From an optimization exercise on the open Yosys and OpenROAD flow, aimed at small area, a short achievable clock period and few clock cycles; shortcuts taken in it are not production practice.
RTL that was checked went through simulation tests only; none was proved equivalent to the original.

// least_squares_parabola_fit_unit
module least_squares_parabola_fit_unit (
  input  logic                              clk,
  input  logic                              rst_n,
  input  logic                              in_valid,
  output logic                              in_ready,
  input  logic signed [lsq_pkg::XW-1:0]     in_point_x,
  input  logic signed [lsq_pkg::XW-1:0]     in_point_y,
  input  logic                              in_last_point,
  output logic                              out_valid,
  input  logic                              out_ready,
  output logic signed [lsq_pkg::CoefW-1:0]  out_coef_a,
  output logic signed [lsq_pkg::CoefW-1:0]  out_coef_b,
  output logic signed [lsq_pkg::CoefW-1:0]  out_coef_c,
  output logic                              out_singular
);
export LEC_CHECK = 0
export CAP_MARGIN = 20
export CORE_MARGIN = 2
export CORE_UTILIZATION = 45
export CTS_BUF_LIST = sky130_fd_sc_hd__clkbuf_16
export CTS_CLUSTER_DIAMETER = 110
export CTS_CLUSTER_SIZE = 26
export SLEW_MARGIN = 20
create_clock -name core_clock -period 10.0 [get_ports {clk}]
standard.sh (not shown) runs the stock make flow with config.mk's settings and CLKGATE_MAP_FILE= SYNTH_SCRIPT=/design/flow/synth_recipe.tcl, a recipe that flattens the netlist after the stock synthesis.
==> flow/flow/run.sh <==
#!/bin/bash
set -euo pipefail
bash standard.sh SETUP_SLACK_MARGIN=5.5 finish > layout.log 2>&1
The first run finished with timing, DRC and antenna clean.
Testbench counts at the start, summed over its fixed seeds: cycles 6,897.
Change:
==> flow/flow/run.sh (replaced) <==
#!/bin/bash
set -euo pipefail
bash standard.sh SETUP_SLACK_MARGIN=5.6 finish > layout.log 2>&1
CTS_BUF_LIST = sky130_fd_sc_hd__clkbuf_8   (was sky130_fd_sc_hd__clkbuf_16)
CTS_CLUSTER_DIAMETER = not set   (was 110)
CTS_CLUSTER_SIZE = 20   (was 26)
What happened:
- The changed run finished with timing, DRC and antenna clean
- cell count is higher by 3.2%
- routed wire length went up by 2.5%
- utilization increases by 1.7 points
- clock skew rose by 96 ps
- setup slack gets worse by 70 ps
Change:
==> flow/flow/run.sh (replaced) <==
#!/bin/bash
set -euo pipefail
bash standard.sh SETUP_SLACK_MARGIN=6.0 finish > layout.log 2>&1
Effect: The new run completed with no timing, DRC or antenna violations. Area after synthesis stays the same.
Change:
==> flow/run.sh (new file) <==
#!/bin/bash
# synth_recipe.tcl (not shown) runs the flow's synth.tcl, then flattens the netlist and writes it again
# the make line also repeats each setting of config.mk as NAME=value (left out here)
make -C /OpenROAD-flow-scripts/flow DESIGN_CONFIG=/design/flow/config.mk WORK_HOME=/design/flow/orfs CLKGATE_MAP_FILE= SYNTH_SCRIPT=/design/flow/synth_recipe.tcl finish
CORE_UTILIZATION = 70   (was 45)
CTS_BUF_LIST = not set   (was sky130_fd_sc_hd__clkbuf_8)
CTS_CLUSTER_SIZE = not set   (was 20)
SETUP_SLACK_MARGIN = 5   (was not set)
removed: flow/flow/run.sh
removed: flow/standard.sh
Effect: Worst hold slack gets better by 8.7 ps; maximum frequency falls by 11%; flip-flop and latch count is unchanged.
Change:
==> flow/flow/run.sh (new file) <==
#!/bin/bash
set -euo pipefail
bash standard.sh SETUP_SLACK_MARGIN=5.4 finish > layout.log 2>&1
==> flow/standard.sh (new file) <==
#!/bin/bash
# synth_recipe.tcl (not shown) runs the flow's synth.tcl, then flattens the netlist and writes it again
# the make line also repeats each setting of config.mk as NAME=value (left out here)
make -C /OpenROAD-flow-scripts/flow DESIGN_CONFIG=/design/flow/config.mk WORK_HOME=/design/flow/orfs CLKGATE_MAP_FILE= SYNTH_SCRIPT=/design/flow/synth_recipe.tcl "${@:-finish}"
CORE_UTILIZATION = 45   (was 70)
CTS_BUF_LIST = sky130_fd_sc_hd__clkbuf_8   (was not set)
CTS_CLUSTER_SIZE = 20   (was not set)
SETUP_SLACK_MARGIN = not set   (was 5)
removed: flow/run.sh
Effect:
- The new run finished clean
- design area came out higher by 1.6%
- via count came out lower by 1.5%
- global-route usage came out lower by 16 points
- fmax came out higher by 8.8%

---

Starting RTL as in the previous note.
clock: 10.0 ns
lec_check: 0
cap_margin: 20
core_margin: 2
core_utilization: 45
cts_buf_list: sky130_fd_sc_hd__clkbuf_8
cts_cluster_size: 20
slew_margin: 20
==> flow/flow/run.sh <==
#!/bin/bash
set -euo pipefail
bash standard.sh SETUP_SLACK_MARGIN=5.5 finish > layout.log 2>&1
The baseline produced a clean layout.
Testbench counts at the start, summed over its fixed seeds: cycles 6,897.
Then changed:
==> flow/run.sh (new file) <==
#!/bin/bash
# synth_recipe.tcl (not shown) runs the flow's synth.tcl, then flattens the netlist and writes it again
# the make line also repeats each setting of config.mk as NAME=value (left out here)
make -C /OpenROAD-flow-scripts/flow DESIGN_CONFIG=/design/flow/config.mk WORK_HOME=/design/flow/orfs CLKGATE_MAP_FILE= SYNTH_SCRIPT=/design/flow/synth_recipe.tcl finish
Settings changed: SETUP_SLACK_MARGIN set to 5.
removed: flow/flow/run.sh
removed: flow/standard.sh
After rerunning: The changed run finished with timing, DRC and antenna clean. Flip-flop and latch count stays the same. Routed wire length fell by a few percent. Worst hold slack gets better by 55 ps.
Then changed:
==> flow/flow/run.sh (new file) <==
#!/bin/bash
set -euo pipefail
bash standard.sh SETUP_SLACK_MARGIN=5.5 finish > layout.log 2>&1
==> flow/standard.sh (new file) <==
#!/bin/bash
# synth_recipe.tcl (not shown) runs the flow's synth.tcl, then flattens the netlist and writes it again
# the make line also repeats each setting of config.mk as NAME=value (left out here)
make -C /OpenROAD-flow-scripts/flow DESIGN_CONFIG=/design/flow/config.mk WORK_HOME=/design/flow/orfs CLKGATE_MAP_FILE= SYNTH_SCRIPT=/design/flow/synth_recipe.tcl "${@:-finish}"
Settings changed: CORE_UTILIZATION 45 to 55, SETUP_SLACK_MARGIN 5 to unset.
removed: flow/run.sh
The new run went through all stages and came out clean.
Routed wire length rises by 6.0%.
Worst hold slack degrades by 9.4 ps.
Non-clock buffer count rises by 182.
Clock skew falls by 27 ps.
Fmax rises by 7.3%.
Then changed:
==> flow/flow/run.sh (replaced) <==
#!/bin/bash
set -euo pipefail
bash standard.sh SETUP_SLACK_MARGIN=5.6 finish > layout.log 2>&1
Settings changed: CORE_UTILIZATION 55 to 45, CTS_BUF_LIST sky130_fd_sc_hd__clkbuf_8 to sky130_fd_sc_hd__clkbuf_16, CTS_CLUSTER_DIAMETER set to 110, CTS_CLUSTER_SIZE 20 to 26.
The new run produced a clean layout.
Non-clock buffer count decreases by 6.
Final area drops by 1.9%.
Final cell count went up by 1.3%.
First-iteration DRC count decreases by 0.49%.
Utilization decreases by 12 points.
Synthesized cell count stays the same.
Via count goes down by 1.5%.
Then changed:
==> flow/run.sh (new file) <==
#!/bin/bash
# synth_recipe.tcl (not shown) runs the flow's synth.tcl, then flattens the netlist and writes it again
# the make line also repeats each setting of config.mk as NAME=value (left out here)
make -C /OpenROAD-flow-scripts/flow DESIGN_CONFIG=/design/flow/config.mk WORK_HOME=/design/flow/orfs CLKGATE_MAP_FILE= SYNTH_SCRIPT=/design/flow/synth_recipe.tcl finish
Settings changed: CORE_UTILIZATION 45 to 60, CTS_BUF_LIST sky130_fd_sc_hd__clkbuf_16 to unset, CTS_CLUSTER_DIAMETER 110 to unset, CTS_CLUSTER_SIZE 26 to unset, SETUP_SLACK_MARGIN set to 5.
removed: flow/flow/run.sh
removed: flow/standard.sh
The new run completed with no timing, DRC or antenna violations; wire length climbs by 0.73%; via count barely changes; setup slack loses 460 ps; die area drops by 25%; non-clock buffer count drops by 147; sequential share of layout area stays flat; core utilization climbs by 16 points.
Then changed:
Settings changed: CORE_UTILIZATION 60 to 45.
After rerunning: The changed run finished clean. Setup slack loses 29 ps. Die area goes up by a quarter to a third. Hold slack got worse by 12 ps. Sequential share of layout area drops by 0.21 points. Final cell count goes up by a few percent.

---

## the previous run
Another version of the RTL of least_squares_parabola_fit_unit (not shown whole).
For scale: about 21,000 cells after synthesis, roughly 130 I/O pins, roughly 200,000 sq um of cells after synthesis.
export LEC_CHECK = 0
export CAP_MARGIN = 20
export CORE_MARGIN = 2
export CORE_UTILIZATION = 45
export CTS_BUF_LIST = sky130_fd_sc_hd__clkbuf_8
export CTS_CLUSTER_SIZE = 20
export SLEW_MARGIN = 20
create_clock -name core_clock -period 10.0 [get_ports {clk}]
==> flow/flow/run.sh <==
#!/bin/bash
set -euo pipefail
bash standard.sh SETUP_SLACK_MARGIN=5.8 finish > layout.log 2>&1
What the current run does differently from the previous run at the input level:
==> flow/flow/run.sh <==
#!/bin/bash
set -euo pipefail
bash standard.sh SETUP_SLACK_MARGIN=5.4 finish > layout.log 2>&1
## What came out
The current run: full flow OK, the timing, design-rule and antenna checks passed
Between the current run and the previous run, the difference in non-clock inverter total of the final layout is negligible.
Compared with the previous run, clock buffer count in the current run increased by a few percent.
Status: fmax parity (the previous run, the current run)
No functional check of the RTL was part of any run of this note.

---

least_squares_parabola_fit_unit with an RTL version that a note above also has.
For scale: ~18000 cells after synthesis, ~2800 flip-flops, about 130 I/O pins, roughly 200000 sq um of cells after synthesis.
// least_squares_parabola_fit_unit
module least_squares_parabola_fit_unit (
  input  logic                              clk,
  input  logic                              rst_n,
  input  logic                              in_valid,
  output logic                              in_ready,
  input  logic signed [lsq_pkg::XW-1:0]     in_point_x,
  input  logic signed [lsq_pkg::XW-1:0]     in_point_y,
  input  logic                              in_last_point,
  output logic                              out_valid,
  input  logic                              out_ready,
  output logic signed [lsq_pkg::CoefW-1:0]  out_coef_a,
  output logic signed [lsq_pkg::CoefW-1:0]  out_coef_b,
  output logic signed [lsq_pkg::CoefW-1:0]  out_coef_c,
  output logic                              out_singular
);
export LEC_CHECK = 0
export CAP_MARGIN = 20
export CORE_MARGIN = 2
export CORE_UTILIZATION = 45
export CTS_BUF_LIST = sky130_fd_sc_hd__clkbuf_16
export CTS_CLUSTER_DIAMETER = 90
export CTS_CLUSTER_SIZE = 24
export SLEW_MARGIN = 20
create_clock -name core_clock -period 10.0 [get_ports {clk}]
==> flow/flow/run.sh <==
#!/bin/bash
set -euo pipefail
bash standard.sh SETUP_SLACK_MARGIN=5.5 finish > layout.log 2>&1
The baseline finished with timing, DRC and antenna clean.
Testbench counts at the start, summed over its fixed seeds: cycles 6,897.
Next try:
- CTS_BUF_LIST: sky130_fd_sc_hd__clkbuf_16 -> sky130_fd_sc_hd__clkbuf_4 sky130_fd_sc_hd__clkbuf_8
- CTS_CLUSTER_DIAMETER: 90 -> unset
- CTS_CLUSTER_SIZE: 24 -> 20
Clock-buffer cell count came out higher by 500. Cell area came out higher by 0.95%. Fmax came out higher by 0.47%. Non-clock buffer count came out lower by 111. Cell count came out higher by 2.0%.
Next try:
- CTS_BUF_LIST: sky130_fd_sc_hd__clkbuf_4 sky130_fd_sc_hd__clkbuf_8 -> sky130_fd_sc_hd__clkbuf_4
- CTS_CLUSTER_SIZE: 20 -> 12
Result: Sequential share of layout area goes down by 0.17 points. Register-to-register slack is better by 0.02 ns. Worst setup slack gains 0.019 ns. Utilization climbs by 0.25 points. Design area climbs by 0.50%. Via count goes up by 2.0%. Die area stays the same. Global-route usage rises by 0.18 points. Synthesized area does not change.
Next try:
==> flow/run.sh (new file) <==
#!/bin/bash
# synth_recipe.tcl (not shown) runs the flow's synth.tcl, then flattens the netlist and writes it again
# the make line also repeats each setting of config.mk as NAME=value (left out here)
make -C /OpenROAD-flow-scripts/flow DESIGN_CONFIG=/design/flow/config.mk WORK_HOME=/design/flow/orfs CLKGATE_MAP_FILE= SYNTH_SCRIPT=/design/flow/synth_recipe.tcl finish
- SETUP_SLACK_MARGIN: unset -> 5
removed: flow/flow/run.sh
removed: flow/standard.sh
Outcome: Non-clock buffer count fell by 183. Synthesized cell count is unchanged. Final cell count fell by about 0.7%.

---

P:
least_squares_parabola_fit_unit again, from the RTL that the note above started with.
==> flow/config.mk <==
export PLATFORM = sky130hd
export DESIGN_NAME = least_squares_parabola_fit_unit
export DESIGN_NICKNAME = least_squares_parabola_fit_unit
export VERILOG_FILES = /design/flow/design.v
export SDC_FILE = /design/flow/constraint.sdc
export NUM_CORES = 8
export LEC_CHECK = 0
export CAP_MARGIN = 20
export CORE_MARGIN = 2
export CORE_UTILIZATION = 45
export CTS_BUF_LIST = sky130_fd_sc_hd__clkbuf_16
export CTS_CLUSTER_DIAMETER = 100
export CTS_CLUSTER_SIZE = 20
export SLEW_MARGIN = 20
==> flow/constraint.sdc <==
create_clock -name core_clock -period 10.0 [get_ports {clk}]
set_input_delay 2.0000 -clock core_clock [delete_from_list [all_inputs] [get_ports {clk}]]
set_output_delay 2.0000 -clock core_clock [all_outputs]
set_load 0.01 [all_outputs]
==> flow/flow/run.sh <==
#!/bin/bash
set -euo pipefail
bash standard.sh SETUP_SLACK_MARGIN=5.5 finish > layout.log 2>&1
The flow did not stop early for P: all stages ran, and the layout cleared the timing, design-rule and antenna checks.
Testbench counts of P, summed over its fixed seeds: cycles 6,897.
Inputs modified between P and Q:
Settings: a change of CTS_CLUSTER_DIAMETER from 100 to 110; a change of CTS_CLUSTER_SIZE from 20 to 28.
==> run notes <==
Cell count delta (Q -> P): insignificant. Between Q and P, the cell area figures differ only marginally. Area of combinational cells with multiple inputs in Q vs P: up 0.35%. Between Q and P, the sequential share of layout area does not differ in any meaningful way.

## what the ideal ports hide
In the flow no input, the clock included, has a driving cell. The finished layouts below were timed again as built, in two steps. Step 1 (the two cells are an assumption about what drives the block):
set clk [get_ports {clk}]
set_driving_cell -lib_cell sky130_fd_sc_hd__clkbuf_16 $clk
set_driving_cell -lib_cell sky130_fd_sc_hd__buf_2 [delete_from_list [all_inputs] $clk]
Step 2 adds t to the input delays and takes it off the output delays; t is the mean of the earliest and latest rising clock arrival at the registers after step 1. Input paths then give back, and output paths get back, about the clock's delay inside the block. a / b / c = ideal ports / drivers / drivers and shift; a / b = the first two.
run | shift t [ns] | setup WS [ns] | worst setup path at the end | slew at the worst register clock pin (ns) | worst slew at a driven data input, ns
the first run of note 1 | 1.046 | 5.508 / 5.508 / 5.476 | input to register | 0.12 / 0.12 | 0.11
the second run of note 1 | 1.264 | 5.439 / 5.439 / 5.042 | input to register | 0.08 / 0.08 | 0.08
the third run of note 1 | 1.323 | 5.515 / 5.515 / 5.515 | register to register | 0.08 / 0.08 | 0.15
the fourth run of note 1 | 1.055 | 4.950 / 4.950 / 4.950 | register to register | 0.07 / 0.07 | 0.24
the fifth run of note 1 | 1.280 | 5.360 / 5.360 / 5.360 | register to register | 0.09 / 0.09 | 0.11
the first run of note 2 | 1.252 | 5.442 / 5.442 / 5.442 | register to register | 0.08 / 0.08 | 0.10
the second run of note 2 | 1.246 | 5.076 / 5.076 / 5.076 | register to register | 0.08 / 0.08 | 0.08
the third run of note 2 | 1.307 | 5.411 / 5.411 / 5.411 | register to register | 0.07 / 0.07 | 0.19
the fourth run of note 2 | 1.026 | 5.503 / 5.503 / 5.102 | input to register | 0.12 / 0.12 | 0.08
the fifth run of note 2 | 1.060 | 5.039 / 5.039 / 5.039 | register to register | 0.07 / 0.07 | 0.22
the sixth run of note 2 | 1.044 | 5.010 / 5.010 / 5.010 | register to register | 0.07 / 0.07 | 0.08
the previous run | 1.335 | 5.422 / 5.422 / 5.365 | input to register | 0.08 / 0.08 | 0.08
the current run | 1.285 | 5.432 / 5.432 / 5.406 | input to register | 0.08 / 0.08 | 0.08
the first run of note 4 | 1.042 | 5.420 / 5.420 / 5.420 | register to register | 0.11 / 0.11 | 0.11
the second run of note 4 | 1.265 | 5.441 / 5.441 / 5.441 | register to register | 0.08 / 0.08 | 0.11
the third run of note 4 | 1.753 | 5.460 / 5.413 / 5.460 | register to register | 0.09 / 0.09 | 0.10
the fourth run of note 4 | 1.712 | 5.036 / 5.036 / 5.036 | register to register | 0.09 / 0.09 | 0.08
P | 1.057 | 5.400 / 5.400 / 5.400 | register to register | 0.10 / 0.10 | 0.11
Q | 1.046 | 5.384 / 5.384 / 5.384 | register to register | 0.12 / 0.12 | 0.10
After both steps every run listed still meets setup and hold. For the fourth run of note 2, which loses most, drivers alone change the setup slack by 0.000 ns; drivers and shift together by -0.401 ns.
